This design comes from an exercise in tuning for small area, a short achievable clock period and few clock cycles on the open sky130 flow, not from production work.
In this exercise RTL edits were held to simulation tests only and were not proved equivalent to the original.
No activity file was given, so power comes from the tool's default toggle rates.

### design.v
`timescale 1ns/100ps
module cacheTop
(
    input  logic                          clk,
    input  logic                          rst,
    input  logic                          cpuReqValid,
    input  logic                          cpuReqWrite,
    input  logic [10-1:0]      cpuReqAddr,
    input  logic [8-1:0]      cpuReqByte,
    output logic                          cpuRespValid,
    output logic                          cpuRespHit,
    output logic [32-1:0]      cpuRespWord,
    output logic                          cpuCredit,
    output logic                          memReqValid,
    output logic                          memReqWrite,
    output logic [6-1:0] memReqLineAddr,
    output logic [128-1:0]      memReqLine,
    input  logic                          memRespValid,
    input  logic [128-1:0]      memRespLine,
    input  logic                          memCredit
);
    logic [3:0]   valid;
    logic [3:0]   dirty;
    logic [4:0]   tags  [4];
    logic [127:0] lines [4];
    logic [1:0]   lruVictim;       
    logic         stIdle;          
    logic         stLate;          
    logic         stWb;            
    logic         stRdIssue;       
    logic         stRd;            
    logic         idle;
    logic         reqWrite;        
    logic [9:0]   reqAddr;
    assign idle = stIdle;
    logic [4:0]  inTag;
    logic        inSet;
    logic [3:0]  mruSlot;          
    logic [3:0]  match;            
    logic [3:0]  victimSlot;       
    logic        hitMru, hitLru, hitWay1, victimDirty;
    logic [4:0]  victimTag;
    assign inTag  = cpuReqAddr[9:5];
    assign inSet  = cpuReqAddr[4];
    always_comb begin
        victimTag = '0;
        for (int i = 0; i < 4; i++) begin
            mruSlot[i]    = (lruVictim[i / 2] != i[0]);
            match[i]      = valid[i] && (inSet == i[1]) && (tags[i] == inTag);
            victimSlot[i] = (inSet == i[1]) && !mruSlot[i];
            victimTag     = victimTag | ({5{victimSlot[i]}} & tags[i]);
        end
    end
    logic [4:0] mruTag [2];
    logic [1:0] mruValid, mruEq;
    always_comb begin
        for (int t = 0; t < 2; t++) begin
            mruTag[t]   = lruVictim[t] ? tags[2 * t]  : tags[2 * t + 1];
            mruValid[t] = lruVictim[t] ? valid[2 * t] : valid[2 * t + 1];
            mruEq[t]    = mruValid[t] && (mruTag[t] == inTag);
        end
    end
    assign hitMru      = inSet ? mruEq[1] : mruEq[0];
    assign hitLru      = |(match & ~mruSlot);
    assign hitWay1     = match[1] || match[3];
    assign victimDirty = |(victimSlot & valid & dirty);
    logic newReq, hitNow, lateNow, missNow, fillNow;
    assign newReq  = idle && cpuReqValid;
    assign hitNow  = newReq && hitMru;
    assign lateNow = newReq && hitLru;
    assign missNow = newReq && !hitMru && !hitLru;
    assign fillNow = stRd && memRespValid;
    logic [3:0]  wordDec;          
    logic [3:0]  lateSlot;         
    logic [3:0]  lateWordDec;      
    logic [3:0]  missWordDec;      
    logic [15:0] rdSel;
    logic [3:0]  missSel;
    always_comb begin
        cpuRespWord = '0;
        for (int w = 0; w < 4; w++) begin
            wordDec[w]     = (cpuReqAddr[3:2] == w);
            missWordDec[w] = (reqAddr[3:2] == w);
            missSel[w]     = stRd && missWordDec[w];
            cpuRespWord    = cpuRespWord | ({32{missSel[w]}} & memRespLine[(3 - w) * 32 +: 32]);
        end
        for (int i = 0; i < 4; i++) begin
            for (int w = 0; w < 4; w++) begin
                rdSel[i * 4 + w] = (idle && mruSlot[i] && (inSet == i[1]) && wordDec[w]) ||
                                   (lateSlot[i] && lateWordDec[w]);
                cpuRespWord = cpuRespWord | ({32{rdSel[i * 4 + w]}} & lines[i][(3 - w) * 32 +: 32]);
            end
        end
    end
    always_ff @(posedge clk) begin
        lateSlot    <= {4{lateNow}} & match;
        lateWordDec <= wordDec;
    end
    assign cpuRespValid = hitNow || stLate || fillNow;
    assign cpuCredit    = cpuRespValid;
    assign cpuRespHit   = !stRd;
    always_comb begin
        memReqLine = '0;
        for (int i = 0; i < 4; i++) begin
            memReqLine = memReqLine | ({128{victimSlot[i]}} & lines[i]);
        end
    end
    assign memReqValid    = missNow || stRdIssue;
    assign memReqWrite    = idle && victimDirty;
    assign memReqLineAddr = !idle       ? reqAddr[9:4] :
                            victimDirty ? {victimTag, inSet} : cpuReqAddr[9:4];
    always_ff @(posedge clk) begin
        if (rst) begin
            stIdle    <= 1'b1;
            stLate    <= 1'b0;
            stWb      <= 1'b0;
            stRdIssue <= 1'b0;
            stRd      <= 1'b0;
        end else begin
            stLate <= lateNow;
            if (lateNow || missNow) begin
                stIdle <= 1'b0;
            end
            if (stLate || fillNow) begin
                stIdle <= 1'b1;
            end
            if (missNow) begin
                stWb <= victimDirty;
                stRd <= !victimDirty;
            end
            if (stWb && memCredit) begin
                stWb      <= 1'b0;
                stRdIssue <= 1'b1;
            end
            if (stRdIssue) begin
                stRdIssue <= 1'b0;
                stRd      <= 1'b1;
            end
            if (fillNow) begin
                stRd <= 1'b0;
            end
        end
    end
    always_ff @(posedge clk) begin
        if (idle) begin
            reqWrite <= cpuReqWrite;
            reqAddr  <= cpuReqAddr;
        end
    end
    logic [3:0] fillSlot;          
    logic [3:0] wrSlot;            
    always_comb begin
        for (int i = 0; i < 4; i++) begin
            fillSlot[i] = fillNow && (reqAddr[4] == i[1]) && !mruSlot[i];
            wrSlot[i]   = newReq && cpuReqWrite && (match[i] || (missNow && victimSlot[i]));
        end
    end
    always_ff @(posedge clk) begin
        for (int s = 0; s < 2; s++) begin
            if (rst) begin
                lruVictim[s] <= 1'b0;
            end else if ((lateNow && inSet == s) || (fillNow && reqAddr[4] == s)) begin
                lruVictim[s] <= !lruVictim[s];
            end
        end
    end
    always_ff @(posedge clk) begin
        for (int i = 0; i < 4; i++) begin
            if (rst) begin
                valid[i] <= 1'b0;
            end else if (fillSlot[i]) begin
                valid[i] <= 1'b1;
            end
            if (fillSlot[i]) begin
                dirty[i] <= reqWrite;
                tags[i]  <= reqAddr[9:5];
            end else if (newReq && cpuReqWrite && match[i]) begin
                dirty[i] <= 1'b1;
            end
        end
    end
    logic [127:0] newLine;
    logic [15:0]  laneHit;       
    logic [15:0]  laneMem;       
    always_comb begin
        for (int k = 0; k < 16; k++) begin
            laneHit[k] = (cpuReqAddr[3:0] == k);
            laneMem[k] = !(reqWrite && (reqAddr[3:0] == k));
            newLine[(15 - k) * 8 +: 8] = stRd ? memRespLine[(15 - k) * 8 +: 8] : cpuReqByte;
        end
    end
    always_ff @(posedge clk) begin
        for (int i = 0; i < 4; i++) begin
            for (int k = 0; k < 16; k++) begin
                if ((fillSlot[i] && laneMem[k]) || (wrSlot[i] && laneHit[k])) begin
                    lines[i][(15 - k) * 8 +: 8] <= newLine[(15 - k) * 8 +: 8];
                end
            end
        end
    end
endmodule
### flow/run.sh
#!/bin/bash
# The standard layout, with each port buffered by the smallest buffer
# (the resizer upsizes the ones that timing needs) instead of ORFS's default
# choice of buffer cell.
set -euo pipefail
export BUFFER_PORTS_ARGS="-buffer_cell sky130_fd_sc_hd__buf_1"
bash standard.sh > standard.log 2>&1
### standard.sh
#!/bin/bash
# synth_recipe.tcl (not shown) runs the flow's synth.tcl, then flattens the netlist and writes it again
# the make line also repeats each setting of config.mk as NAME=value (left out here)
make -C /OpenROAD-flow-scripts/flow DESIGN_CONFIG=/design/flow/config.mk WORK_HOME=/design/flow/orfs CLKGATE_MAP_FILE= SYNTH_SCRIPT=/design/flow/synth_recipe.tcl "${@:-finish}"
### config.mk
export PLATFORM = sky130hd
export DESIGN_NAME = cacheTop
export DESIGN_NICKNAME = cacheTop
export VERILOG_FILES = /design/flow/design.v
export SDC_FILE = /design/flow/constraint.sdc
export NUM_CORES = 4
export LEC_CHECK = 0
export ABC_AREA = 1
export CAP_MARGIN = 20
export CORE_MARGIN = 2
export CORE_UTILIZATION = 40
export SETUP_SLACK_MARGIN = 1.5
export SLEW_MARGIN = 20
export TNS_END_PERCENT = 10
### constraint.sdc
create_clock -name core_clock -period 5.0 [get_ports {clk}]
set_input_delay 1.0000 -clock core_clock [delete_from_list [all_inputs] [get_ports {clk}]]
set_output_delay 1.0000 -clock core_clock [all_outputs]
set_load 0.01 [all_outputs]
==> notes.md, run 1 <==
synthesized net count=3144; Worst Max-Slew Pin Slew=1020 ps; status=timing/DRC/antenna clean; Placed Cells=4167; design area=34200 um2; worst path arrival time=2640 ps; vias in the first global route=23.9k; initial antenna violation count=6; fin nets=3546; Yosys reg bits=566; max-slew violations=0; CP max stage delay=530 ps; most frequent cells in the layout=1199 x nand2_1, 547 x edfxtp_1, 298 x buf_1, 234 x inv_1, 122 x nor2_1; Setup TNS=0 ps; Routed WL=125000 um; Die X=268 um; area of the multi-input gates=9930 um2; critical path peak fanout=51; ANT nets after route=0; pwr/cell area=367 nW/um2; CTS tree=done; RSZ-0062 raised after global routing=true; num rows=96; Hold Path Sink=stIdle$_SDFFE_PP1P_; fill cell total of the finished layout=6362; first-pass GRT wire length=169000 um; crit path buf inv count=4; Hold Crit Depth=2; Core Util, Final=49.7%; Hold WC Path Type=reg -> reg; flip-flop and latch area=16800 um2; Leak Pwr=13.0 nW; peak supply drop=0.331 mV; worst clock skew=28.1 ps; drt drc=0; GRT Util Overall=33.4%; Worst slew margin=31.9%; Worst-path clk slew=60 ps; CTS Buf Count=59; final worst-path cycle share=72.8%; Top Family by Delay on Critical Path=buffers and inverters; Hold Crit Start=stLate$_SDFF_PP0_; H-Tree Depth=2; Syn-to-layout area delta=22.7%; Starting DRT DRC Count=3800; CTS sink count=566; Max Cap Violations=0; Die Ht=268 um; DP Area=30300 um2; setup ws final=1360 ps; IO Port Bufs=322; Mean Syn Cell Area=9.32 um2; Critical Path Sink Type=output port; Non-Filler Instances=4375; CTS Root Cell=clkbuf_16; reg-to-reg slack, setup=1730 ps; most common cell after layout, fill and taps aside=nand2_1; routability congestion estimate=0.915; Post-Syn Area=27900 um2; Setup Viol. Count Final=0; sequential area share after synthesis=60.3%; slowest CP cell=buf_6; WP data required=4000 ps; total gr overflow=0; number of I/O pins=323; hpwl dp=77700 um; Die Footprint=71800 um2; maximum clock insertion buffer count=3; pin count of the biggest net entering global routing=104; Starting Density=40.5%; pre-CTS setup slack=543 ps; Gate Count Post-Synth=2992; Final min period=3640 ps; vias=26.0k; crit path launch type=primary input; hold bufs inserted after CTS=0; Core Footprint=68800 um2; Synth cell types=42; critical path class=in -> out; Ys Warns=4; TritonRoute pass-1 iters=7; fmax=275 MHz; crit-path cells=buf_12, nor2_4, buf_4, buf_6, nand2_1, o2111ai_1, buf_1; share of layout cells above drive strength 1=12.3%; clock latency (worst-skew pair)=650 ps; Final Hold Vio Count=0; worst r2r src=stRd$_SDFFE_PP0P_; vias per std cell=5.94; post-DR wirelength/cell=28.5 um; RR Endpoint=lines[2][7]$_DFFE_PP_; Worst Reg-to-Reg Cells=7
stage by stage:
stage | total power [mW] | hold slack (ps)
4_1_cts | 12.4 | 454
3_3_place_gp | 7.68 | 433
2_1_floorplan | 6.72 | 419
3_5_place_dp | 7.69 | 443
5_1_grt | 12.8 | 468
6_report | 12.6 | 453
logic make-up (layout without fill, tap and decap cells):
| kind of cell | count (synthesis) | after routing | synth area share (%) |
|---|---|---|---|
| AND/OR/NAND/NOR | 1598 | 1599 | 23.5 |
| flip-flops | 566 | 566 | 60.3 |
| buffers and inverters | 414 | 864 | 6.05 |
| other | 0 | 1 | 0 |
| XOR/XNOR | 1 | 1 | 0.0314 |
| AO/OA/AOI/OAI | 413 | 413 | 10.2 |
tightest hold or removal path: stages, from the launching register on:
cell and delay [ps]:
dfxtp_1 330, nor2_1 50, nand2_1 50
sequential cells by signal, indices dropped and copies added, names as in the netlist:
signal and count:
dirty 4, lateSlot 4, lateWordDec 4, lines 512
lruVictim 2, reqAddr 10, reqWrite 1, stIdle 1
stLate 1, stRd 1, stRdIssue 1, stWb 1
tags 20, valid 4
cell usage after synthesis, drive strengths merged:
cell / count / area [um2]
a21oi: 48 / 240
nand3: 131 / 691
and2: 1 / 8.76
a221o: 2 / 20.0
o211ai: 15 / 113
edfxtp: 547 / 16400
inv: 268 / 1010
dfxtp: 19 / 380
a221oi: 28 / 245
xor2: 1 / 8.76
o2111ai: 84 / 736
clkbuf: 64 / 240
o221ai: 1 / 8.76
and3: 1 / 6.26
buf: 81 / 435
clkinv: 1 / 3.75
o21ai: 117 / 589
a22o: 13 / 114
nand2: 1225 / 4680
nor4: 7 / 43.8
nor2: 136 / 544
o22ai: 82 / 588
nor3: 35 / 175
a22oi: 8 / 70.1
nor3b: 1 / 7.51
a211oi: 13 / 97.6
a32oi: 2 / 17.5
nand4: 61 / 382
what timing repair did:
item / 4_1_cts / 5_1_grt
setup endpoints to repair: 170 / 63
pin swaps: 33 / 23
cloned: 7 / 4
resized for setup: 161 / 65
setup buffers: 67 / 19
worst max path at each step:
stage	start	endpoint	slack, ps	depth (start not counted)
floorplan	cpuReqAddr[4]	cpuRespWord[3]	1840	9
global placement	cpuReqAddr[4]	cpuRespWord[19]	570	10
detailed placement	cpuReqAddr[4]	cpuRespWord[19]	540	10
CTS	cpuReqAddr[3]	cpuRespWord[20]	1450	11
global route	reqAddr[3]$_DFFE_PP_	cpuRespWord[2]	1370	12
finish	cpuReqAddr[4]	memReqLine[56]	1360	7
final cells by class:
class / count / share of cell area (%)
Antenna cell: 1 / 0.00731
Clock buffer: 68 / 4.41
Clock inverter: 42 / 1.48
Inverter: 269 / 3.36
Multi-Input combinational cell: 2013 / 29.0
Sequential cell: 566 / 49.1
Tap cell: 931 / 3.40
Timing Repair Buffer: 483 / 9.13
Timing Repair inverter: 2 / 0.0512
report_power, final:
group | switching, mW | internal, mW | leakage, nW | total [mW]
Clock | 1.96 | 2.70 | 0.972 | 4.66
Sequential | 0.0969 | 5.52 | 5.12 | 5.62
Combinational | 1.67 | 0.618 | 6.89 | 2.29
Total | 3.73 | 8.84 | 13.0 | 12.6
layer usage:
metal  up-vias  wire [um]  global-route usage [%]  part of all wire, %
li1      11100          -                       -                    -
met4        10       9010                    20.1                  7.2
met1     12400      44800                    42.1                   36
met2      1952      53900                    50.5                   43
met5         -         65                       0                0.052
met3       488      16900                    10.5                   14
Testbench counts, summed over its fixed seeds: cycles 43,346.
==> inputs of run 2 (changes only) <==
--- a/config.mk
+++ b/config.mk
@@ -6,5 +6,4 @@
 export NUM_CORES = 4
 export LEC_CHECK = 0
-export ABC_AREA = 1
 export CAP_MARGIN = 20
 export CORE_MARGIN = 2
@@ -12,3 +11,2 @@
 export SETUP_SLACK_MARGIN = 1.5
 export SLEW_MARGIN = 20
-export TNS_END_PERCENT = 10
==> notes.md, run 2 <==
critical path peak fanout=8 (was 51); most frequent cell after synthesis=edfxtp_1 (was nand2_1); Gate Count Post-Synth=2171 (was 2992); vias in the first global route=22.8k (was 23.9k); first-pass GRT wire length=164000 um (was 169000 um); sequential area share after synthesis=61.6% (was 60.3%); Setup Viol. Count Final=0 (unchanged); GRT Util Overall=32.6% (was 33.4%); Final Hold Vio Count=0 (unchanged); worst clock skew=15.9 ps (was 28.1 ps); initial antenna violation count=6 (unchanged); WP data required=4000 ps (about the same); pwr/cell area=339 nW/um2 (was 367 nW/um2); clock latency (worst-skew pair)=670 ps (was 650 ps); Starting Density=40.5% (about the same); most frequent cells in the layout=547 x edfxtp_1, 356 x nand2_1, 276 x buf_1, 213 x a22oi_1, 156 x buf_4 (was 1199 x nand2_1, 547 x edfxtp_1, 298 x buf_1, 234 x inv_1, 122 x nor2_1); Critical Path Sink Type=output port (unchanged); num rows=95 (was 96); Syn-to-layout area delta=27.5% (was 22.7%); biggest area consumer among synthesized cells=edfxtp_1 (unchanged); worst path arrival time=2970 ps (was 2640 ps); Post-Syn Area=27300 um2 (was 27900 um2); biggest regs=lines x512, tags x20, reqAddr x10 (unchanged); Starting DRT DRC Count=3833 (was 3800); vias per std cell=6.67 (was 5.94); Max Cap Violations=0 (unchanged); post-DR wirelength/cell=33.8 um (was 28.5 um); share of layout cells above drive strength 1=21.6% (was 12.3%); final worst-path cycle share=79.5% (was 72.8%); ranking of synthesized cells by area=edfxtp_1 60%, a22oi_1 6.7%, nand2_1 5.0% (was edfxtp_1 59%, nand2_1 16%, inv_1 3.3%); drt drc=0 (unchanged); Yosys reg bits=566 (unchanged); Async SR Flop Fraction=0% (unchanged); RSZ-0062 raised after global routing=true (unchanged); number of I/O pins=323 (unchanged); CTS Root Cell=clkbuf_16 (unchanged); RR Endpoint=lines[0][87]$_DFFE_PP_ (was lines[2][7]$_DFFE_PP_); max-slew violations=0 (unchanged); Core Footprint=67400 um2 (was 68800 um2); crit-path cells=buf_8, nor2b_4, buf_6, a32o_4, buf_12, a222oi_1, and3_1, nand4_1, buf_2 (was buf_12, nor2_4, buf_4, buf_6, nand2_1, o2111ai_1, buf_1); Synth cell types=57 (was 42); share of the synthesized area in the top cell type=60.2% (was 58.9%); Ys Warns=4 (unchanged); TritonRoute pass-1 iters=10 (was 7); pin count of the biggest net entering global routing=162 (was 104); routability congestion estimate=0.939 (was 0.915); crit path launch type=primary input (unchanged); design area=34800 um2 (was 34200 um2); peak supply drop=0.272 mV (was 0.331 mV); Leak Pwr=11.9 nW (was 13.0 nW); Routed WL=120000 um (was 125000 um); IO Port Bufs=322 (unchanged); hold bufs inserted after CTS=0 (unchanged); CTS tree=done (unchanged); Top Family by Delay on Critical Path=compound AO/OA/AOI/OAI gates (was buffers and inverters); Die Footprint=70300 um2 (was 71800 um2); Mean Syn Cell Area=12.6 um2 (was 9.32 um2); crit path buf inv count=4 (unchanged); max FFs per register=512 (unchanged); ANT nets after route=0 (unchanged); CP max stage delay=400 ps (was 530 ps); synthesized net count=2323 (was 3144); reg-to-reg slack, setup=1600 ps (was 1730 ps); Critical Path Sink=cpuRespWord[16] (was memReqLine[56]); Post-synth EDFFs=547 (unchanged); Worst Reg-to-Reg Cells=7 (unchanged); CTS Buf Count=59 (unchanged); Worst Max-Slew Pin Slew=1130 ps (was 1020 ps); vias=23.8k (was 26.0k); Setup TNS=0 ps (unchanged); most common cell after layout, fill and taps aside=edfxtp_1 (was nand2_1); dominant synthesized flop cell=edfxtp_1 (unchanged); slowest CP cell=a222oi_1 (was buf_6); fin nets=2790 (was 3546); CTS sink count=566 (unchanged); maximum clock insertion buffer count=3 (unchanged); start point of the critical path=cpuReqAddr[2] (was cpuReqAddr[4]); Worst-path clk slew=60 ps (about the same); worst r2r src=lruVictim[1]$_SDFFE_PP0P_ (was stRd$_SDFFE_PP0P_); total gr overflow=0 (unchanged); status=timing/DRC/antenna clean (unchanged); fmax=252 MHz (was 275 MHz); Reg with most FFs=lines (unchanged); critical path class=in -> out (unchanged); Die X=265 um (was 268 um); Post-synth top cells=547 x edfxtp_1, 360 x nand2_1, 245 x a22oi_1 (was 1207 x nand2_1, 547 x edfxtp_1, 246 x inv_1); Final min period=3970 ps (was 3640 ps); hpwl dp=73400 um (was 77700 um); Die Ht=265 um (was 268 um); H-Tree Depth=2 (unchanged); Crit path depth=9 (was 7); Hold WC Path Type=reg -> reg (unchanged); Worst slew margin=24.4% (was 31.9%); DP Area=29800 um2 (was 30300 um2)
-- run 2: changes by cell type after synthesis, sizes merged, moves of 90 or more --
cell	delta
nand2	-865
inv	-257
a22oi	+237
nand3	-106
o21ai	-100
mux2i	+92
nor2	-90
-- run 2: area by class of cell --
type | count | area, um2
inverter | 11 | 41.3
timing repair buffer | 585 | 4520
fill | 5816 | 32600
tap | 873 | 1090
clock buffer | 69 | 1510
multi-input combinational | 1415 | 10400
clock inverter | 40 | 445
sequential | 566 | 16800
antenna | 4 | 10.0
-- run 2: metrics by stage --
stage	util [%]	total power, mW	setup WS, ps	hold slack, ps	std cells
finish	51.6	11.8	1030	477	3563
global route	51.6	12.1	1040	498	3563
CTS	50.0	11.7	1130	473	3496
detailed placement	44.2	7.06	606	464	3301
global placement	44.2	7.04	659	449	3301
floorplan	-	6.39	1500	430	2171
-- run 2: cells by family after synthesis --
logic type / synth area share [%]
AO/OA/AOI/OAI: 18.0
XOR/XNOR: 1.06
buffers and inverters: 3.27
flip-flops: 61.6
multiplexers: 5.81
AND/OR/NAND/NOR: 10.3
-- run 2: layer usage --
metal / up-vias / GRT usage, % / routed length [um]
met5: - / 0 / 23
li1: 9603 / - / -
met3: 453 / 9.29 / 16600
met4: 4 / 15.5 / 7520
met1: 11600 / 41.2 / 42100
met2: 2079 / 51.7 / 54100
-- run 2: what timing repair did --
| item | in CTS | in global routing |
|---|---|---|
| endpoints found under the setup margin | 254 | 101 |
| hold endpoints to repair | 0 | 0 |
| resized for setup | 215 | 98 |
| setup buffers | 67 | 56 |
| pin swaps | 70 | 58 |
| gates cloned | 19 | 7 |
-- run 2: where the power goes --
part	total (mW)	switching [mW]	internal [mW]
sequential	5.50	0.0786	5.42
clock	4.52	1.94	2.59
combinational	1.79	1.18	0.609
-- run 2: tightest hold or removal path, cell delays in order (launching register included) --
cell and delay [ps]:
dfxtp_1 320, nand2_1 70, nor3_1 40
-- run 2: worst min path at each step --
stage          cells after the start  slack [ps]                   end               from
2_1_floorplan                      2         430  stRdIssue$_SDFF_PP0_  stWb$_SDFFE_PP0P_
3_3_place_gp                       2         450  stRdIssue$_SDFF_PP0_  stWb$_SDFFE_PP0P_
3_5_place_dp                       2         460  stRdIssue$_SDFF_PP0_  stWb$_SDFFE_PP0P_
4_1_cts                            2         470  stRdIssue$_SDFF_PP0_  stWb$_SDFFE_PP0P_
5_1_grt                            2         500  stRdIssue$_SDFF_PP0_  stWb$_SDFFE_PP0P_
6_report                           2         480  stRdIssue$_SDFF_PP0_  stWb$_SDFFE_PP0P_
==> inputs of run 3 (changes only) <==
--- a/config.mk
+++ b/config.mk
@@ -9,4 +9,7 @@
 export CORE_MARGIN = 2
 export CORE_UTILIZATION = 40
+export CTS_CLUSTER_DIAMETER = 70
+export CTS_CLUSTER_SIZE = 30
 export SETUP_SLACK_MARGIN = 1.5
 export SLEW_MARGIN = 20
+export TNS_END_PERCENT = 10
==> notes.md, run 3 <==
critical path peak fanout=13 (was 8); synthesized net count=2323 (unchanged); share of layout cells above drive strength 1=17.5% (was 21.6%); first-pass GRT wire length=159000 um (was 164000 um); Pint=7.46 mW (was 8.61 mW); vias in the first global route=22.1k (was 22.8k); Hold WC Path Type=reg -> reg (unchanged); clock latency (worst-skew pair)=600 ps (was 670 ps); Core Footprint=67400 um2 (unchanged); vias=22.9k (was 23.8k); Worst-path clk slew=80 ps (was 60 ps); Starting DRT DRC Count=3488 (was 3833); Gate Count Post-Synth=2171 (unchanged); post-DR wirelength/cell=32.9 um (was 33.8 um); share of the synthesized area in the top cell type=60.2% (unchanged); hpwl dp=72600 um (was 73400 um); P_sw=2.88 mW (was 3.19 mW); Worst Max-Slew Pin Slew=1170 ps (was 1130 ps); fill cell total of the finished layout=5947 (was 5816); IO Port Bufs=322 (unchanged); WP data required=4000 ps (about the same); critical path class=reg -> out (was in -> out); Die Ht=265 um (unchanged); Mean Syn Cell Area=12.6 um2 (unchanged); Setup TNS=0 ps (unchanged); CTS Root Cell=clkbuf_16 (unchanged); Reg with most FFs=lines (unchanged); combinational power share=16.2% (was 15.1%); Synth cell types=57 (unchanged); most common cell after layout, fill and taps aside=edfxtp_1 (unchanged); Die Footprint=70300 um2 (unchanged); most frequent cells in the layout=547 x edfxtp_1, 359 x nand2_1, 289 x buf_1, 232 x a22oi_1, 131 x buf_4 (was 547 x edfxtp_1, 356 x nand2_1, 276 x buf_1, 213 x a22oi_1, 156 x buf_4); setup ws final=1110 ps (was 1030 ps); status=timing/DRC/antenna clean (unchanged); Yosys reg bits=566 (unchanged); crit path launch type=register (was primary input); CTS sink count=566 (unchanged); TritonRoute pass-1 iters=7 (was 10); initial antenna violation count=3 (was 6); Post-synth top cells=547 x edfxtp_1, 360 x nand2_1, 245 x a22oi_1 (unchanged); total gr overflow=0 (unchanged); ANT nets after route=0 (unchanged); maximum clock insertion buffer count=3 (unchanged); Syn-to-layout area delta=21.1% (was 27.5%); most frequent cell after synthesis=edfxtp_1 (unchanged); RSZ-0062 raised after global routing=true (unchanged); max FFs per register=512 (unchanged); Max Cap Violations=0 (unchanged); Die X=265 um (unchanged); worst clock skew=21.3 ps (was 15.9 ps); Ys Warns=4 (unchanged); final worst-path cycle share=77.8% (was 79.5%); Final min period=3890 ps (was 3970 ps); biggest area consumer among synthesized cells=edfxtp_1 (unchanged); Critical Path Sink Type=output port (unchanged); GRT Util Overall=31.5% (was 32.6%); number of I/O pins=323 (unchanged); fmax=257 MHz (was 252 MHz); CTS tree=done (unchanged); sequential area share after synthesis=61.6% (unchanged); Post-Syn Area=27300 um2 (unchanged); fin nets=2709 (was 2790); Clk pwr share=30.8% (was 38.3%); Leak Pwr=11.0 nW (was 11.9 nW); max-slew violations=0 (unchanged); CTS Buf Count=34 (was 59); register share of total power=53.1% (was 46.5%); ranking of synthesized cells by area=edfxtp_1 60%, a22oi_1 6.7%, nand2_1 5.0% (unchanged); Sw Share=27.8% (was 27.1%); H-Tree Depth=2 (unchanged); Routed WL=114000 um (was 120000 um); Final Hold Vio Count=0 (unchanged); dominant synthesized flop cell=edfxtp_1 (unchanged); Starting Density=40.5% (unchanged); drt drc=0 (unchanged); Async SR Flop Fraction=0% (unchanged); biggest regs=lines x512, tags x20, reqAddr x10 (unchanged); pre-CTS setup slack=573 ps (was 606 ps); Worst slew margin=21.6% (was 24.4%); worst path arrival time=2890 ps (was 2970 ps); routability congestion estimate=0.962 (was 0.939); pin count of the biggest net entering global routing=164 (was 162); peak supply drop=0.181 mV (was 0.272 mV); Post-synth EDFFs=547 (unchanged); vias per std cell=6.63 (was 6.67); num rows=95 (unchanged); pwr/cell area=313 nW/um2 (was 339 nW/um2); Setup Viol. Count Final=0 (unchanged)
## run 3: stage by stage
| stage | util (%) | area (um2) | std cells | hold WS, ps | total power [mW] |
|---|---|---|---|---|---|
| 2_1_floorplan | - | 27300 | 2171 | 430 | 6.39 |
| 4_1_cts | 48.6 | 32800 | 3446 | 473 | 10.3 |
| 6_report | 49.0 | 33000 | 3458 | 471 | 10.3 |
| 3_3_place_gp | 44.1 | 29700 | 3293 | 450 | 7.04 |
| 3_5_place_dp | 44.1 | 29700 | 3293 | 463 | 7.06 |
| 5_1_grt | 49.0 | 33000 | 3458 | 494 | 10.6 |
## run 3: cell type report
| class | count | area (um2) | area share, % |
|---|---|---|---|
| Antenna cell | 3 | 7.51 | 0.0227 |
| Inverter | 11 | 41.3 | 0.125 |
| Tap cell | 873 | 1090 | 3.31 |
| Clock buffer | 41 | 941 | 2.85 |
| Multi-Input combinational cell | 1413 | 10200 | 30.8 |
| Timing Repair Buffer | 531 | 3750 | 11.3 |
| Sequential cell | 566 | 16800 | 50.9 |
| Clock inverter | 20 | 224 | 0.678 |
## run 3: worst max-delay path: stages (launching register included)
cell	delay, ps
edfxtp_1	500
buf_4	190
buf_6	120
bufbuf_16	310
mux4_2	350
a222oi_1	300
and3_1	200
nand4_1	150
buf_2	190
## run 3: per-layer routing
metal	wire (um)	vias up	global-route usage [%]	share of wire [%]
li1	-	9399	-	-
met4	6500	0	15.4	5.7
met2	52000	1871	50.1	46
met3	14500	389	7.88	13
met1	40800	11300	40.5	36
met5	0	-	0	0
## run 3: final timing paths
kind | startpoint | endpoint | slack (ps) | depth (start not counted)
min | stWb$_SDFFE_PP0P_ | stRdIssue$_SDFF_PP0_ | 470 | 2
max | reqAddr[3]$_DFFE_PP_ | cpuRespWord[23] | 1110 | 8
max reg2reg | lruVictim[1]$_SDFFE_PP0P_ | lines[0][93]$_DFFE_PP_ | 1680 | 6
min reg2reg | stWb$_SDFFE_PP0P_ | stRdIssue$_SDFF_PP0_ | 470 | 2
## run 3: kinds of logic (layout without fill, tap and decap cells)
group           count (synthesis)  count (layout)  synth area share, %
compound gates                650             653                 18.0
other cells                     0               3                    0
simple gates                  609             609                 10.3
mux                           123             123                 5.81
flops                         566             566                 61.6
buf+inv                       195             603                 3.27
xor+xnor                       28              28                 1.06
## run 3: power by group through the flow
stage	sequential, mW	clock [mW]	combinational [mW]
floorplan	5.55	0	0.837
global placement	5.58	0	1.45
global route	5.50	3.36	1.75
detailed placement	5.59	0	1.47
CTS	5.48	3.19	1.61
finish	5.49	3.18	1.67
## run 3: what timing repair did
item | in CTS | in global routing
hold buffers | 0 | 0
setup buffers | 79 | 9
pin swaps | 59 | 17
gates cloned | 13 | 0
resized for setup | 205 | 37
setup endpoints to repair | 306 | 84
==> inputs of run 4 (changes only) <==
--- a/config.mk
+++ b/config.mk
@@ -6,4 +6,5 @@
 export NUM_CORES = 4
 export LEC_CHECK = 0
+export ABC_AREA = 1
 export CAP_MARGIN = 20
 export CORE_MARGIN = 2
@@ -11,5 +12,5 @@
 export CTS_CLUSTER_DIAMETER = 70
 export CTS_CLUSTER_SIZE = 30
-export SETUP_SLACK_MARGIN = 1.5
+export SETUP_SLACK_MARGIN = 2.0
 export SLEW_MARGIN = 20
 export TNS_END_PERCENT = 10
==> notes.md, run 4 <==
status=timing/DRC/antenna clean (unchanged); synthesized net count=3144 (was 2323); Clk pwr share=29.8% (was 30.8%); Setup TNS=0 ps (unchanged); WP data required=4000 ps (about the same); crit path launch type=primary input (was register); design area=35500 um2 (was 33000 um2); Hold Path Sink=stIdle$_SDFFE_PP1P_ (was stRdIssue$_SDFF_PP0_); CTS sink count=566 (unchanged); first-pass GRT wire length=176000 um (was 159000 um); share of the synthesized area in the top cell type=58.9% (was 60.2%); peak supply drop=0.216 mV (was 0.181 mV); Routed WL=134000 um (was 114000 um); biggest regs=lines x512, tags x20, reqAddr x10 (unchanged); area of the multi-input gates=10700 um2 (was 10200 um2); vias per std cell=6.17 (was 6.63); P_sw=3.88 mW (was 2.88 mW); hold bufs inserted after CTS=0 (unchanged); most frequent cells in the layout=1150 x nand2_1, 547 x edfxtp_1, 265 x buf_1, 236 x inv_1, 118 x nor2_1 (was 547 x edfxtp_1, 359 x nand2_1, 289 x buf_1, 232 x a22oi_1, 131 x buf_4); number of I/O pins=323 (unchanged); Worst-path clk slew=80 ps (about the same); Synth cell types=42 (was 57); clock latency (worst-skew pair)=630 ps (was 600 ps); Worst Reg-to-Reg Cells=7 (was 6); dominant synthesized flop cell=edfxtp_1 (unchanged); pin count of the biggest net entering global routing=60 (was 164); GRT Util Overall=34.9% (was 31.5%); total gr overflow=0 (unchanged); Sw Share=33.2% (was 27.8%); post-DR wirelength/cell=30.6 um (was 32.9 um); worst path arrival time=2710 ps (was 2890 ps); H-Tree Depth=2 (unchanged); ANT nets after route=0 (unchanged); register share of total power=47.9% (was 53.1%); Reg with most FFs=lines (unchanged); num rows=96 (was 95); Post-synth top cells=1207 x nand2_1, 547 x edfxtp_1, 246 x inv_1 (was 547 x edfxtp_1, 360 x nand2_1, 245 x a22oi_1); CTS tree=done (unchanged); Final Hold Vio Count=0 (unchanged); critical path class=in -> out (was reg -> out); Non-Filler Instances=4381 (was 3458); most frequent cell after synthesis=nand2_1 (was edfxtp_1); Worst slew margin=24.1% (was 21.6%); vias in the first global route=24.9k (was 22.1k); Mean Syn Cell Area=9.32 um2 (was 12.6 um2); biggest area consumer among synthesized cells=edfxtp_1 (unchanged); CTS Buf Count=36 (was 34); worst r2r src=stRd$_SDFFE_PP0P_ (was lruVictim[1]$_SDFFE_PP0P_); final worst-path cycle share=74.2% (was 77.8%); ranking of synthesized cells by area=edfxtp_1 59%, nand2_1 16%, inv_1 3.3% (was edfxtp_1 60%, a22oi_1 6.7%, nand2_1 5.0%); worst clock skew=45.3 ps (was 21.3 ps); Gate Count Post-Synth=2992 (was 2171); Async SR Flop Fraction=0% (unchanged); combinational power share=22.2% (was 16.2%); drt drc=0 (unchanged); most common cell after layout, fill and taps aside=nand2_1 (was edfxtp_1); Placed Cells=4167 (was 3293); max FFs per register=512 (unchanged); Hold WC Path Type=reg -> reg (unchanged); Die X=268 um (was 265 um); Pint=7.80 mW (was 7.46 mW); IO Port Bufs=322 (unchanged); Critical Path Sink Type=output port (unchanged); Max Cap Violations=0 (unchanged); TritonRoute pass-1 iters=10 (was 7); fin nets=3571 (was 2709); maximum clock insertion buffer count=3 (unchanged); Worst Max-Slew Pin Slew=1140 ps (was 1170 ps); Final min period=3710 ps (was 3890 ps); critical path peak fanout=7 (was 13); RR Endpoint=lines[3][7]$_DFFE_PP_ (was lines[0][93]$_DFFE_PP_); Yosys reg bits=566 (unchanged); max-slew violations=0 (unchanged); Hold Crit Start=stLate$_SDFF_PP0_ (was stWb$_SDFFE_PP0P_); Starting DRT DRC Count=4113 (was 3488); Die Footprint=71800 um2 (was 70300 um2); Setup Viol. Count Final=0 (unchanged); RSZ-0062 raised after global routing=true (unchanged); CTS Root Cell=clkbuf_16 (unchanged); Post-synth EDFFs=547 (unchanged); Die Ht=268 um (was 265 um); Post-Syn Area=27900 um2 (was 27300 um2); flip-flop and latch area=16800 um2 (about the same); reg-to-reg slack, setup=1980 ps (was 1680 ps); pwr/cell area=329 nW/um2 (was 313 nW/um2); DP Area=30400 um2 (was 29700 um2); Leak Pwr=13.8 nW (was 11.0 nW); vias=27.1k (was 22.9k); Ys Warns=4 (unchanged); Core Footprint=68800 um2 (was 67400 um2); Syn-to-layout area delta=27.3% (was 21.1%); fill cell total of the finished layout=6239 (was 5947); Hold Crit Depth=2 (unchanged); share of layout cells above drive strength 1=17.8% (was 17.5%); routability congestion estimate=0.934 (was 0.962); initial antenna violation count=10 (was 3); sequential area share after synthesis=60.3% (was 61.6%); hpwl dp=80900 um (was 72600 um); Starting Density=40.5% (about the same); fmax=270 MHz (was 257 MHz)
## run 4: worst max-delay path, cell delays in order
cell and delay (ps):
buf_8 100, buf_12 140, nor2_4 130, nand2_4 100
buf_6 140, o22ai_4 240, inv_2 250, o211ai_1 270
nor3_2 90, nand2_2 120, buf_6 110
## run 4: worst max-delay path by stage
| stage | start | to | slack, ps | cells after the start |
|---|---|---|---|---|
| after detailed placement | cpuReqAddr[4] | cpuRespWord[19] | 640 | 11 |
| after floorplan | cpuReqAddr[4] | cpuRespWord[3] | 1940 | 9 |
| after global routing | cpuReqAddr[4] | cpuRespWord[19] | 1280 | 14 |
| final | cpuReqAddr[4] | cpuRespWord[4] | 1290 | 11 |
| after global placement | cpuReqAddr[4] | cpuRespWord[19] | 680 | 11 |
| after CTS | cpuReqAddr[4] | cpuRespWord[12] | 1390 | 15 |
## run 4: cell families after synthesis
kind of cell	synth area share [%]
and+or+nand+nor	23.5
DFF	60.3
buffers and inverters	6.05
AOI/OAI and AO/OA	10.2
xor gates and xnor gates	0.0314
## run 4: stage by stage
| step | utilization [%] | total power, mW | worst slack, ps | hold slack, ps |
|---|---|---|---|---|
| after CTS | 49.6 | 11.4 | 1390 | 454 |
| final | 51.6 | 11.7 | 1290 | 460 |
| after global placement | 44.1 | 7.68 | 678 | 431 |
| after detailed placement | 44.1 | 7.69 | 644 | 433 |
| after global routing | 51.6 | 11.9 | 1280 | 480 |
| after floorplan | - | 6.73 | 1940 | 419 |
## run 4: area by class of cell
cell class | instances | area share (%)
diodes | 3 | 0.0211
clock buffers | 37 | 2.61
clock inverters | 29 | 1.13
inverters | 269 | 3.27
multi-input cells | 2013 | 30.2
flip-flops and latches | 566 | 47.4
well taps | 931 | 3.28
repair buffers | 531 | 12.1
repair inverters | 2 | 0.0811
## run 4: routing by layer
metal	global-route usage [%]	part of all wire [%]	up-vias
li1	-	-	11200
met1	43.8	35	12900
met2	52.5	42	2363
met3	11.6	15	628
met4	20.5	7.6	14
met5	0	0.060	-
## run 4: power groups by stage
| stage | Sequential (mW) | Combinational, mW | Clock [mW] |
|---|---|---|---|
| floorplan | 5.67 | 1.06 | 0 |
| global placement | 5.72 | 1.97 | 0 |
| detailed placement | 5.72 | 1.97 | 0 |
| CTS | 5.60 | 2.32 | 3.46 |
| global route | 5.61 | 2.66 | 3.63 |
| finish | 5.60 | 2.59 | 3.49 |
## run 4: repair_timing
action | 4_1_cts | 5_1_grt
hold endpoints to repair | 0 | 0
setup buffers | 84 | 33
setup endpoints to repair | 534 | 326
gates cloned | 18 | 10
pin swaps | 72 | 54
resized for setup | 332 | 184
==> inputs of run 5 (changes only) <==
--- a/config.mk
+++ b/config.mk
@@ -12,5 +12,5 @@
 export CTS_CLUSTER_DIAMETER = 70
 export CTS_CLUSTER_SIZE = 30
-export SETUP_SLACK_MARGIN = 2.0
+export SETUP_SLACK_MARGIN = 1.2
 export SLEW_MARGIN = 20
 export TNS_END_PERCENT = 10
==> notes.md, run 5 <==
hpwl dp=77700 um (was 80900 um); peak supply drop=0.241 mV (was 0.216 mV); CP max stage delay=700 ps (was 270 ps); synthesized net count=3144 (unchanged); biggest area consumer among synthesized cells=edfxtp_1 (unchanged); worst path arrival time=2850 ps (was 2710 ps); total gr overflow=0 (unchanged); hold bufs inserted after CTS=0 (unchanged); first-pass GRT wire length=164000 um (was 176000 um); pwr/cell area=341 nW/um2 (was 329 nW/um2); critical path peak fanout=23 (was 7); slowest CP cell=dfxtp_4 (was o211ai_1); Pint=7.42 mW (was 7.80 mW); WP data required=4000 ps (about the same); most frequent cell after synthesis=nand2_1 (unchanged); crit path buf inv count=2 (was 5); share of layout cells above drive strength 1=7.37% (was 17.8%); dominant synthesized flop cell=edfxtp_1 (unchanged); Die X=268 um (unchanged); Die Footprint=71800 um2 (unchanged); Critical Path Sink Type=output port (unchanged); routability congestion estimate=0.915 (was 0.934); H-Tree Depth=2 (unchanged); Synth cell types=42 (unchanged); combinational power share=19.1% (was 22.2%); Worst Reg-to-Reg Cells=5 (was 7); Hold WC Path Type=reg -> reg (unchanged); Gate Count Post-Synth=2992 (unchanged); Setup Viol. Count Final=0 (unchanged); GRT Util Overall=32.4% (was 34.9%); Mean Syn Cell Area=9.32 um2 (unchanged); Top Family by Delay on Critical Path=buffers and inverters (unchanged); Hold Crit Depth=2 (unchanged); vias=25.1k (was 27.1k); ranking of synthesized cells by area=edfxtp_1 59%, nand2_1 16%, inv_1 3.3% (unchanged); CTS Buf Count=35 (was 36); Starting Density=40.5% (unchanged); status=timing/DRC/antenna clean (unchanged); Final min period=3850 ps (was 3710 ps); most common cell after layout, fill and taps aside=nand2_1 (unchanged); Final Hold Vio Count=0 (unchanged); vias in the first global route=23.4k (was 24.9k); maximum clock insertion buffer count=3 (unchanged); Worst-path clk slew=70 ps (was 80 ps); Post-Syn Area=27900 um2 (unchanged); CTS sink count=566 (unchanged); pin count of the biggest net entering global routing=104 (was 60); max-slew violations=0 (unchanged); Setup TNS=0 ps (unchanged); RSZ-0062 raised after global routing=true (unchanged); Worst slew margin=31.1% (was 24.1%); Post-synth EDFFs=547 (unchanged); P_sw=3.49 mW (was 3.88 mW); Starting DRT DRC Count=3723 (was 4113); Crit path depth=7 (was 11); Leak Pwr=11.9 nW (was 13.8 nW); CTS tree=done (unchanged); fmax=260 MHz (was 270 MHz); crit-path cells=nand3_2, inv_1, nand2_1, o2111ai_1, nor4_1, nand3_1, buf_1 (was buf_8, buf_12, nor2_4, nand2_4, buf_6, o22ai_4, inv_2, o211ai_1, nor3_2, nand2_2, buf_6); sequential area share after synthesis=60.3% (unchanged); Sw Share=32.0% (was 33.2%); biggest regs=lines x512, tags x20, reqAddr x10 (unchanged); number of I/O pins=323 (unchanged); CTS Root Cell=clkbuf_16 (unchanged); clock latency (worst-skew pair)=630 ps (about the same); num rows=96 (unchanged); initial antenna violation count=9 (was 10); worst clock skew=58.6 ps (was 45.3 ps); share of the synthesized area in the top cell type=58.9% (unchanged); register share of total power=51.5% (was 47.9%); Ys Warns=4 (unchanged); crit path launch type=register (was primary input); Routed WL=119000 um (was 134000 um); max FFs per register=512 (unchanged); Worst Max-Slew Pin Slew=1030 ps (was 1140 ps); fill cell total of the finished layout=6633 (was 6239); Core Util, Final=46.4% (was 51.6%); Min Hold Slack=455 ps (was 460 ps); post-DR wirelength/cell=28.0 um (was 30.6 um); vias per std cell=5.90 (was 6.17); TritonRoute pass-1 iters=6 (was 10); Syn-to-layout area delta=14.6% (was 27.3%); Yosys reg bits=566 (unchanged); most frequent cells in the layout=1204 x nand2_1, 547 x edfxtp_1, 319 x buf_1, 241 x inv_1, 125 x nor2_1 (was 1150 x nand2_1, 547 x edfxtp_1, 265 x buf_1, 236 x inv_1, 118 x nor2_1); final worst-path cycle share=77.0% (was 74.2%); Max Cap Violations=0 (unchanged); fin nets=3453 (was 3571); Clk pwr share=29.4% (was 29.8%); IO Port Bufs=322 (unchanged); Reg with most FFs=lines (unchanged); ANT nets after route=0 (unchanged); drt drc=0 (unchanged); Post-synth top cells=1207 x nand2_1, 547 x edfxtp_1, 246 x inv_1 (unchanged); Die Ht=268 um (unchanged); critical path class=reg -> out (was in -> out); Async SR Flop Fraction=0% (unchanged); Core Footprint=68800 um2 (unchanged)
-- run 5: per-stage QoR --
step / power (mW) / instance area (um2) / instances / setup slack [ps]
after global placement: 7.68 / 30300 / 4167 / 567
after global routing: 11.2 / 32000 / 4256 / 1120
final: 10.9 / 32000 / 4257 / 1150
after detailed placement: 7.69 / 30300 / 4167 / 543
after floorplan: 6.72 / 27900 / 2992 / 1840
after CTS: 10.8 / 31900 / 4251 / 1180
-- run 5: area by class of cell --
class                           count  area [um2]  area share [%]
Antenna cell                        1        2.50         0.00783
Clock inverter                     22         275           0.861
Sequential cell                   566       16800            52.6
Tap cell                          931        1160            3.64
Multi-Input combinational cell   2013        9600            30.0
Inverter                          269        1060            3.32
Timing Repair Buffer              416        2150            6.74
Clock buffer                       39         891            2.79
-- run 5: metal layers --
layer	share of wire, %	wire (um)	GRT usage (%)	vias to the layer above
li1	-	-	-	10900
met1	37	43600	41.6	12000
met2	44	52300	49.5	1820
met3	13	15400	9.24	417
met4	6.3	7550	18.0	16
met5	0.092	110	0	-
-- run 5: worst paths after layout --
check	to	from	slack (ps)
min reg2reg	stIdle$_SDFFE_PP1P_	stLate$_SDFF_PP0_	460
max reg2reg	lines[3][66]$_DFFE_PP_	stRd$_SDFFE_PP0P_	1860
max	cpuRespWord[10]	stRd$_SDFFE_PP0P_	1150
min	stIdle$_SDFFE_PP1P_	stLate$_SDFF_PP0_	460
-- run 5: power groups by stage --
stage	registers, mW	logic [mW]	clock network (mW)
finish	5.62	2.09	3.21
global route	5.63	2.18	3.37
CTS	5.61	2.02	3.20
detailed placement	5.72	1.97	0
global placement	5.71	1.97	0
floorplan	5.67	1.05	0
-- run 5: logic make-up (layout without fill, tap and decap cells) --
logic type | Yosys count | after routing | share of synthesized area, %
flip-flops | 566 | 566 | 60.3
AO/OA/AOI/OAI | 413 | 413 | 10.2
XOR/XNOR | 1 | 1 | 0.0314
AND/OR/NAND/NOR | 1598 | 1599 | 23.5
buffers and inverters | 414 | 746 | 6.05
other | 0 | 1 | 0
-- run 5: worst register-to-register path, stage by stage (launching register included) --
cell     delay (ps)
dfxtp_4         510
inv_2           170
buf_4           520
buf_4           520
nand2_1         680
o21ai_0         490
-- run 5: repair_timing --
action	4_1_cts	5_1_grt
buffers inserted	21	5
cloned	2	0
resized for setup	45	12
pin swaps	8	1
setup endpoints to repair	163	38
==> inputs of run 6 (changes only) <==
--- a/config.mk
+++ b/config.mk
@@ -9,8 +9,8 @@
 export CAP_MARGIN = 20
 export CORE_MARGIN = 2
-export CORE_UTILIZATION = 40
+export CORE_UTILIZATION = 55
 export CTS_CLUSTER_DIAMETER = 70
 export CTS_CLUSTER_SIZE = 30
-export SETUP_SLACK_MARGIN = 1.2
+export SETUP_SLACK_MARGIN = 1.5
 export SLEW_MARGIN = 20
 export TNS_END_PERCENT = 10
==> notes.md, run 6 <==
max-slew violations=0 (unchanged); Hold WC Path Type=reg -> reg (unchanged); Reg with most FFs=lines (unchanged); crit path launch type=primary input (was register); vias per std cell=6.56 (was 5.90); ranking of synthesized cells by area=edfxtp_1 59%, nand2_1 16%, inv_1 3.3% (unchanged); Hold Crit Start=stWb$_SDFFE_PP0P_ (was stLate$_SDFF_PP0_); CTS tree=done (unchanged); Setup TNS=0 ps (unchanged); Hold Crit Depth=2 (unchanged); share of layout cells above drive strength 1=12.0% (was 7.37%); total power=11.4 mW (was 10.9 mW); Ys Warns=4 (unchanged); Leak Pwr=12.8 nW (was 11.9 nW); number of I/O pins=323 (unchanged); design area=33500 um2 (was 32000 um2); Mean Syn Cell Area=9.32 um2 (unchanged); worst r2r src=stRd$_SDFFE_PP0P_ (unchanged); Setup Viol. Count Final=0 (unchanged); Synth cell types=42 (unchanged); Min Hold Slack=458 ps (was 455 ps); worst path arrival time=2660 ps (was 2850 ps); setup ws final=1340 ps (was 1150 ps); max FFs per register=512 (unchanged); Die Footprint=52500 um2 (was 71800 um2); Final min period=3660 ps (was 3850 ps); Hold Path Sink=stWb$_SDFFE_PP0P_ (was stIdle$_SDFFE_PP1P_); Syn-to-layout area delta=20.2% (was 14.6%); num rows=82 (was 96); CTS sink count=566 (unchanged); Met1 Wirelength=41900 um (was 43600 um); post-DR wirelength/cell=30.1 um (was 28.0 um); Post-synth top cells=1207 x nand2_1, 547 x edfxtp_1, 246 x inv_1 (unchanged); Yosys reg bits=566 (unchanged); RSZ-0062 raised after global routing=true (unchanged); RR Endpoint=lines[0][45]$_DFFE_PP_ (was lines[3][66]$_DFFE_PP_); met2 WL=51700 um (was 52300 um); clock latency (worst-skew pair)=610 ps (was 630 ps); worst clock skew=37.5 ps (was 58.6 ps); Die Ht=229 um (was 268 um); maximum clock insertion buffer count=3 (unchanged); Worst-path clk slew=80 ps (was 70 ps); share of the synthesized area in the top cell type=58.9% (unchanged); fin nets=3524 (was 3453); pwr/cell area=339 nW/um2 (was 341 nW/um2); Gate Count Post-Synth=2992 (unchanged); CTS Root Cell=clkbuf_16 (unchanged); Placed Cells=3905 (was 4167); DP Area=30000 um2 (was 30300 um2); Final Hold Vio Count=0 (unchanged); dominant synthesized flop cell=edfxtp_1 (unchanged); IO Port Bufs=322 (unchanged); Die X=229 um (was 268 um); Post-synth EDFFs=547 (unchanged); Worst Max-Slew Pin Slew=1170 ps (was 1030 ps); Starting Density=55.7% (was 40.5%); drt drc=0 (unchanged); most common cell after layout, fill and taps aside=nand2_1 (unchanged); TritonRoute pass-1 iters=6 (unchanged); Critical Path Sink Type=output port (unchanged); Max Cap Violations=0 (unchanged); most frequent cell after synthesis=nand2_1 (unchanged); Worst slew margin=21.6% (was 31.1%); GRT Util Overall=44.4% (was 32.4%); reg-to-reg slack, setup=1960 ps (was 1860 ps); Post-Syn Area=27900 um2 (unchanged); peak supply drop=0.339 mV (was 0.241 mV); synthesized net count=3144 (unchanged); Worst Reg-to-Reg Cells=5 (unchanged); pin count of the biggest net entering global routing=120 (was 104); ANT nets after route=0 (unchanged); first-pass GRT wire length=167000 um (was 164000 um); initial antenna violation count=5 (was 9); routability congestion estimate=0.971 (was 0.915); met3 wire len=20100 um (was 15400 um); Non-Filler Instances=4077 (was 4257); total gr overflow=0 (unchanged); vias=26.7k (was 25.1k); critical path peak fanout=6 (was 23); Starting DRT DRC Count=4925 (was 3723); sequential area share after synthesis=60.3% (unchanged); vias in the first global route=24.9k (was 23.4k); Routed WL=123000 um (was 119000 um); CTS Buf Count=37 (was 35); WP data required=4000 ps (about the same); H-Tree Depth=2 (unchanged); Core Util, Final=66.9% (was 46.4%); Core Footprint=50100 um2 (was 68800 um2); most frequent cells in the layout=1196 x nand2_1, 547 x edfxtp_1, 294 x buf_1, 237 x inv_1, 116 x nor2_1 (was 1204 x nand2_1, 547 x edfxtp_1, 319 x buf_1, 241 x inv_1, 125 x nor2_1); critical path class=in -> out (was reg -> out); biggest area consumer among synthesized cells=edfxtp_1 (unchanged); status=timing/DRC/antenna clean (unchanged); biggest regs=lines x512, tags x20, reqAddr x10 (unchanged); fmax=273 MHz (was 260 MHz); final worst-path cycle share=73.2% (was 77.0%); hpwl dp=76700 um (was 77700 um); Async SR Flop Fraction=0% (unchanged); pre-CTS setup slack=740 ps (was 543 ps); hold bufs inserted after CTS=0 (unchanged); DR top layer=met5 (unchanged)
==> run 6: report_power, final <==
group / internal, mW / switching (mW) / leakage, nW / total [mW]
registers: 5.52 / 0.0974 / 5.12 / 5.61
clock network: 1.55 / 1.86 / 0.641 / 3.41
logic: 0.667 / 1.68 / 7.06 / 2.35
total: 7.73 / 3.65 / 12.8 / 11.4
==> run 6: layout make-up <==
cell class | instances | area [um2]
flip-flops and latches | 566 | 16800
fillers | 4040 | 16600
multi-input cells | 2013 | 9990
repair buffers | 485 | 3430
inverters | 269 | 1120
clock buffers | 39 | 976
well taps | 672 | 841
clock inverters | 29 | 337
diodes | 4 | 10.0
==> run 6: cells by family (layout without fill, tap and decap cells) <==
| family | after synthesis | count (layout) | share of synthesized area (%) |
|---|---|---|---|
| AO/OA/AOI/OAI | 413 | 413 | 10.2 |
| XOR/XNOR | 1 | 1 | 0.0314 |
| buffers and inverters | 414 | 822 | 6.05 |
| flip-flops | 566 | 566 | 60.3 |
| other | 0 | 4 | 0 |
| AND/OR/NAND/NOR | 1598 | 1599 | 23.5 |
==> run 6: worst max path at each step <==
stage / cells after the start / from / to / slack, ps
final: 11 / cpuReqAddr[4] / cpuRespWord[23] / 1340
after global routing: 13 / cpuReqAddr[4] / cpuRespWord[17] / 1330
after CTS: 6 / lruVictim[0]$_SDFFE_PP0P_ / memReqLine[31] / 1380
after detailed placement: 8 / cpuReqAddr[4] / cpuRespWord[12] / 740
after global placement: 8 / cpuReqAddr[4] / cpuRespWord[12] / 760
after floorplan: 9 / cpuReqAddr[4] / cpuRespWord[3] / 1840
==> run 6: repair_timing <==
action	in CTS	in global routing
setup endpoints to repair	168	92
cloned	7	6
gates resized for setup	146	107
buffers inserted	55	32
pin swaps	29	25
==> run 6: worst max-delay path: stages <==
cell	delay [ps]
buf_12	130
nor2_4	240
nand2_4	170
o22ai_4	290
buf_8	190
buf_4	140
nand2_1	50
nand4_1	80
nor3_1	50
nand2_1	140
buf_2	160
==> run 6: metal layers <==
layer	track usage, %	up-vias
met2	65.2	2551
met3	14.1	587
li1	-	11100
met4	26.9	6
met5	0	-
met1	57.6	12500
==> inputs of run 7 (changes only) <==
--- a/config.mk
+++ b/config.mk
@@ -9,8 +9,8 @@
 export CAP_MARGIN = 20
 export CORE_MARGIN = 2
-export CORE_UTILIZATION = 55
+export CORE_UTILIZATION = 40
 export CTS_CLUSTER_DIAMETER = 70
 export CTS_CLUSTER_SIZE = 30
 export SETUP_SLACK_MARGIN = 1.5
 export SLEW_MARGIN = 20
-export TNS_END_PERCENT = 10
+export TNS_END_PERCENT = 25
==> notes.md, run 7 <==
Setup TNS=0 ps (unchanged); number of I/O pins=323 (unchanged); Leak Pwr=12.6 nW (was 12.8 nW); Post-synth EDFFs=547 (unchanged); pin count of the biggest net entering global routing=104 (was 120); max FFs per register=512 (unchanged); CTS Root Cell=clkbuf_16 (unchanged); routability congestion estimate=0.915 (was 0.971); combinational power share=20.7% (about the same); IO Port Bufs=322 (unchanged); Core Util, Final=48.6% (was 66.9%); Max Cap Violations=0 (unchanged); post-DR wirelength/cell=28.6 um (was 30.1 um); Ys Warns=4 (unchanged); Yosys reg bits=566 (unchanged); Worst Max-Slew Pin Slew=1040 ps (was 1170 ps); max-slew violations=0 (unchanged); Worst slew margin=30.8% (was 21.6%); hpwl dp=77700 um (was 76700 um); share of the synthesized area in the top cell type=58.9% (unchanged); pre-CTS setup slack=543 ps (was 740 ps); critical path class=in -> out (unchanged); peak supply drop=0.243 mV (was 0.339 mV); RSZ-0062 raised after global routing=true (unchanged); H-Tree Depth=2 (unchanged); Gate Count Post-Synth=2992 (unchanged); ANT nets after route=0 (unchanged); Post-Syn Area=27900 um2 (unchanged); Final min period=3660 ps (about the same); CTS Buf Count=35 (was 37); maximum clock insertion buffer count=3 (unchanged); critical path peak fanout=8 (was 6); vias=25.8k (was 26.7k); Setup Viol. Count Final=0 (unchanged); total power=11.1 mW (was 11.4 mW); Die X=268 um (was 229 um); sequential area share after synthesis=60.3% (unchanged); register share of total power=50.5% (was 49.3%); Core Footprint=68800 um2 (was 50100 um2); fmax=273 MHz (about the same); worst clock skew=57.8 ps (was 37.5 ps); Pint=7.54 mW (was 7.73 mW); total gr overflow=0 (unchanged); P_sw=3.58 mW (was 3.65 mW); Post-synth top cells=1207 x nand2_1, 547 x edfxtp_1, 246 x inv_1 (unchanged); Worst-path clk slew=70 ps (was 80 ps); hold bufs inserted after CTS=0 (unchanged); fin nets=3524 (unchanged); pwr/cell area=332 nW/um2 (was 339 nW/um2); Synth cell types=42 (unchanged); status=timing/DRC/antenna clean (unchanged); crit path launch type=primary input (unchanged); Sw Share=32.2% (was 32.0%); Die Ht=268 um (was 229 um); Hold WC Path Type=reg -> reg (unchanged); biggest area consumer among synthesized cells=edfxtp_1 (unchanged); vias in the first global route=23.7k (was 24.9k); Final Hold Vio Count=0 (unchanged); setup ws final=1340 ps (about the same); most frequent cells in the layout=1199 x nand2_1, 547 x edfxtp_1, 292 x buf_1, 236 x inv_1, 119 x nor2_1 (was 1196 x nand2_1, 547 x edfxtp_1, 294 x buf_1, 237 x inv_1, 116 x nor2_1); dominant synthesized flop cell=edfxtp_1 (unchanged); Mean Syn Cell Area=9.32 um2 (unchanged); share of layout cells above drive strength 1=12.0% (about the same); reg-to-reg slack, setup=1860 ps (was 1960 ps); Die Footprint=71800 um2 (was 52500 um2); synthesized net count=3144 (unchanged); most frequent cell after synthesis=nand2_1 (unchanged); final worst-path cycle share=73.2% (about the same); vias per std cell=5.97 (was 6.56); fill cell total of the finished layout=6472 (was 4040); ranking of synthesized cells by area=edfxtp_1 59%, nand2_1 16%, inv_1 3.3% (unchanged); CTS tree=done (unchanged); biggest regs=lines x512, tags x20, reqAddr x10 (unchanged); num rows=96 (was 82); Syn-to-layout area delta=20.0% (was 20.2%); WP data required=4000 ps (about the same); CTS sink count=566 (unchanged); worst path arrival time=2660 ps (about the same); GRT Util Overall=32.8% (was 44.4%); Starting DRT DRC Count=3852 (was 4925); most common cell after layout, fill and taps aside=nand2_1 (unchanged); initial antenna violation count=12 (was 5); TritonRoute pass-1 iters=8 (was 6); Clk pwr share=28.8% (was 30.0%); first-pass GRT wire length=167000 um (about the same); Reg with most FFs=lines (unchanged); drt drc=0 (unchanged); clock latency (worst-skew pair)=630 ps (was 610 ps); Starting Density=40.5% (was 55.7%); Critical Path Sink Type=output port (unchanged); Async SR Flop Fraction=0% (unchanged); Routed WL=124000 um (was 123000 um)
==> run 7: cell counts after synthesis <==
Identical to the previous run, type by type.
==> run 7: final cells by class <==
cell class / instances / area, um2 / area share (%)
sequential: 566 / 16800 / 50.3
timing repair inverter: 2 / 17.5 / 0.0524
timing repair buffer: 485 / 3160 / 9.45
clock inverter: 22 / 275 / 0.823
antenna: 5 / 12.5 / 0.0374
clock buffer: 39 / 891 / 2.66
inverter: 269 / 1130 / 3.38
multi-input combinational: 2013 / 9990 / 29.9
tap: 931 / 1160 / 3.48
==> run 7: what timing repair did <==
action,in CTS,in global routing
buffers inserted,64,23
pin swaps,26,22
gates cloned,4,8
setup endpoints to repair,170,67
gates resized for setup,147,93
==> run 7: power groups by stage <==
stage | sequential [mW] | combinational, mW | clock [mW]
after global routing | 5.63 | 2.38 | 3.36
after detailed placement | 5.72 | 1.97 | 0
after floorplan | 5.67 | 1.05 | 0
after CTS | 5.61 | 2.10 | 3.20
after global placement | 5.71 | 1.97 | 0
final | 5.62 | 2.30 | 3.21
==> run 7: final timing paths <==
kind / from / end / cells after the start
setup / recovery: cpuReqAddr[4] / cpuRespWord[22] / 10
hold / removal: stRdIssue$_SDFF_PP0_ / stRdIssue$_SDFF_PP0_ / 1
setup reg to reg: stRd$_SDFFE_PP0P_ / lines[3][5]$_DFFE_PP_ / 7
hold reg to reg: stRdIssue$_SDFF_PP0_ / stRdIssue$_SDFF_PP0_ / 1
==> run 7: cells by family after synthesis <==
family	after synthesis	share of synthesized area (%)
flops	566	60.3
compound gates	413	10.2
xor+xnor	1	0.0314
buf+inv	414	6.05
simple gates	1598	23.5
==> run 7: metrics by stage <==
| step | hold WS, ps | std cells | area (um2) |
|---|---|---|---|
| after detailed placement | 443 | 4167 | 30300 |
| final | 454 | 4332 | 33500 |
| after global placement | 433 | 4167 | 30300 |
| after floorplan | 419 | 2992 | 27900 |
| after global routing | 470 | 4330 | 33400 |
| after CTS | 455 | 4296 | 32700 |
==> run 7: per-layer routing <==
| metal | track usage, % | vias up | wire length, um |
|---|---|---|---|
| li1 | - | 11100 | - |
| met1 | 42.2 | 12200 | 44500 |
| met2 | 49.7 | 2063 | 53700 |
| met3 | 9.59 | 464 | 17100 |
| met4 | 18.6 | 18 | 8730 |
| met5 | 0 | - | 119 |
==> run 7: worst max-delay path, cell delays in order <==
cell	delay [ps]
buf_12	130
nor2_4	240
nand2_4	140
o22ai_4	210
bufinv_16	240
buf_12	160
o22ai_2	140
nor3_1	70
nand3_1	150
buf_2	170
==> inputs of run 8 (changes only) <==
--- a/config.mk
+++ b/config.mk
@@ -14,3 +14,3 @@
 export SETUP_SLACK_MARGIN = 1.5
 export SLEW_MARGIN = 20
-export TNS_END_PERCENT = 25
+export TNS_END_PERCENT = 5
==> notes.md, run 8 <==
Worst-path clk slew=70 ps (about the same); flip-flop and latch area=16800 um2 (unchanged); most common cell after layout, fill and taps aside=nand2_1 (unchanged); Die Ht=268 um (unchanged); TritonRoute pass-1 iters=6 (was 8); Die Footprint=71800 um2 (unchanged); biggest regs=lines x512, tags x20, reqAddr x10 (unchanged); synthesized net count=3144 (unchanged); RSZ-0062 raised after global routing=true (unchanged); H-Tree Depth=2 (unchanged); first-pass GRT wire length=166000 um (was 167000 um); Hold WC Path Type=reg -> reg (unchanged); initial antenna violation count=8 (was 12); routability congestion estimate=0.915 (unchanged); Core Footprint=68800 um2 (unchanged); Post-synth EDFFs=547 (unchanged); Worst slew margin=30.0% (was 30.8%); Critical Path Sink Type=output port (unchanged); vias per std cell=5.92 (was 5.97); num rows=96 (unchanged); status=timing/DRC/antenna clean (unchanged); CTS sink count=566 (unchanged); area of the multi-input gates=9820 um2 (was 9990 um2); worst clock skew=62.7 ps (was 57.8 ps); Clk pwr share=29.1% (was 28.8%); post-DR wirelength/cell=28.1 um (was 28.6 um); combinational power share=20.0% (was 20.7%); Pint=7.50 mW (was 7.54 mW); number of I/O pins=323 (unchanged); most frequent cell after synthesis=nand2_1 (unchanged); hpwl dp=77700 um (unchanged); Setup TNS=0 ps (unchanged); critical path peak fanout=18 (was 8); Yosys reg bits=566 (unchanged); Leak Pwr=12.4 nW (was 12.6 nW); Starting Density=40.5% (unchanged); setup ws final=1340 ps (about the same); Reg with most FFs=lines (unchanged); P_sw=3.54 mW (was 3.58 mW); Max Cap Violations=0 (unchanged); hold bufs inserted after CTS=0 (unchanged); share of the synthesized area in the top cell type=58.9% (unchanged); final worst-path cycle share=73.2% (about the same); Gate Count Post-Synth=2992 (unchanged); total gr overflow=0 (unchanged); sequential area share after synthesis=60.3% (unchanged); CTS Root Cell=clkbuf_16 (unchanged); fill cell total of the finished layout=6510 (was 6472); GRT Util Overall=32.6% (was 32.8%); Synth cell types=42 (unchanged); critical path class=in -> out (unchanged); ranking of synthesized cells by area=edfxtp_1 59%, nand2_1 16%, inv_1 3.3% (unchanged); CTS tree=done (unchanged); pwr/cell area=335 nW/um2 (was 332 nW/um2); peak supply drop=0.246 mV (was 0.243 mV); Post-synth top cells=1207 x nand2_1, 547 x edfxtp_1, 246 x inv_1 (unchanged); Routed WL=121000 um (was 124000 um); crit path launch type=primary input (unchanged); worst path arrival time=2660 ps (about the same); vias in the first global route=23.6k (was 23.7k); IO Port Bufs=322 (unchanged); max FFs per register=512 (unchanged); Ys Warns=4 (unchanged); dominant synthesized flop cell=edfxtp_1 (unchanged); clock latency (worst-skew pair)=630 ps (about the same); biggest area consumer among synthesized cells=edfxtp_1 (unchanged); Final min period=3660 ps (about the same); CTS Buf Count=35 (unchanged); vias=25.5k (was 25.8k); Non-Filler Instances=4314 (was 4332); Placed Cells=4167 (unchanged); Starting DRT DRC Count=3556 (was 3852); pin count of the biggest net entering global routing=104 (unchanged); drt drc=0 (unchanged); maximum clock insertion buffer count=3 (unchanged); most frequent cells in the layout=1202 x nand2_1, 547 x edfxtp_1, 305 x buf_1, 235 x inv_1, 124 x nor2_1 (was 1199 x nand2_1, 547 x edfxtp_1, 292 x buf_1, 236 x inv_1, 119 x nor2_1); Post-Syn Area=27900 um2 (unchanged); Worst Max-Slew Pin Slew=1050 ps (was 1040 ps); pre-CTS setup slack=543 ps (unchanged); fin nets=3510 (was 3524); share of layout cells above drive strength 1=10.3% (was 12.0%); Setup Viol. Count Final=0 (unchanged); Die X=268 um (unchanged); Async SR Flop Fraction=0% (unchanged); Final Hold Vio Count=0 (unchanged); max-slew violations=0 (unchanged); ANT nets after route=0 (unchanged); register share of total power=50.9% (was 50.5%); Min Hold Slack=457 ps (was 454 ps); Mean Syn Cell Area=9.32 um2 (unchanged); fmax=273 MHz (about the same); Syn-to-layout area delta=18.3% (was 20.0%); WP data required=4000 ps (about the same); Sw Share=32.1% (was 32.2%)
run 8: cell counts after synthesis:
No cell type changed its count.
run 8: cell type report:
type | count | share of cell area [%]
clock inverters | 22 | 0.834
repair inverters | 1 | 0.0266
clock buffers | 39 | 2.70
repair buffers | 472 | 8.80
multi-input cells | 2013 | 29.8
well taps | 931 | 3.53
flip-flops and latches | 566 | 51.0
diodes | 1 | 0.00759
inverters | 269 | 3.36
run 8: power groups by stage:
stage	logic [mW]	registers, mW	clock network [mW]
after floorplan	1.05	5.67	0
after global placement	1.97	5.71	0
after detailed placement	1.97	5.72	0
after CTS	2.07	5.61	3.20
after global routing	2.30	5.63	3.36
final	2.20	5.62	3.21
run 8: worst max-delay path, stage by stage:
cell and delay (ps):
buf_12 130, nor2_4 190, clkinv_2 350, buf_4 360
o2111ai_1 400, buf_1 190
run 8: final timing paths:
| path | startpoint | endpoint | slack [ps] | cells past startpoint |
|---|---|---|---|---|
| max | cpuReqAddr[4] | memReqLine[78] | 1340 | 6 |
| min | stLate$_SDFF_PP0_ | stIdle$_SDFFE_PP1P_ | 460 | 2 |
| max reg2reg | stRd$_SDFFE_PP0P_ | lines[2][66]$_DFFE_PP_ | 1750 | 5 |
| min reg2reg | stLate$_SDFF_PP0_ | stIdle$_SDFFE_PP1P_ | 460 | 2 |
run 8: per-layer routing:
metal  global-route usage, %  share of wire [%]
met1                    41.9                 37
met2                    49.5                 44
met3                    9.73                 13
met4                    18.1                6.9
met5                       0               0.10
run 8: logic make-up (layout without fill, tap and decap cells):
kind of cell | count (synthesis) | count (layout) | share of synthesized area (%)
AO/OA/AOI/OAI | 413 | 413 | 10.2
buffers and inverters | 414 | 803 | 6.05
XOR/XNOR | 1 | 1 | 0.0314
other | 0 | 1 | 0
flip-flops | 566 | 566 | 60.3
AND/OR/NAND/NOR | 1598 | 1599 | 23.5
run 8: timing repair:
action,4_1_cts,5_1_grt
hold endpoints to repair,0,0
pin swaps,21,20
gates cloned,3,3
setup buffers,49,30
gates resized for setup,107,68
endpoints found under the setup margin,170,91
run 8: per-stage QoR:
stage | power (mW) | instance area (um2) | utilization (%)
6_report | 11.0 | 33000 | 47.9
5_1_grt | 11.3 | 33000 | 47.9
4_1_cts | 10.9 | 32400 | 47.1
3_5_place_dp | 7.69 | 30300 | 44.1
3_3_place_gp | 7.68 | 30300 | 44.1
2_1_floorplan | 6.72 | 27900 | -

Setup slack of run 8, layout unchanged: 1.341 ns with ideal ports, 1.294 ns with driving cells assumed (clock clkbuf_16, inputs buf_2), 1.294 ns with port delays also shifted by the 0.661 ns mid clock arrival.
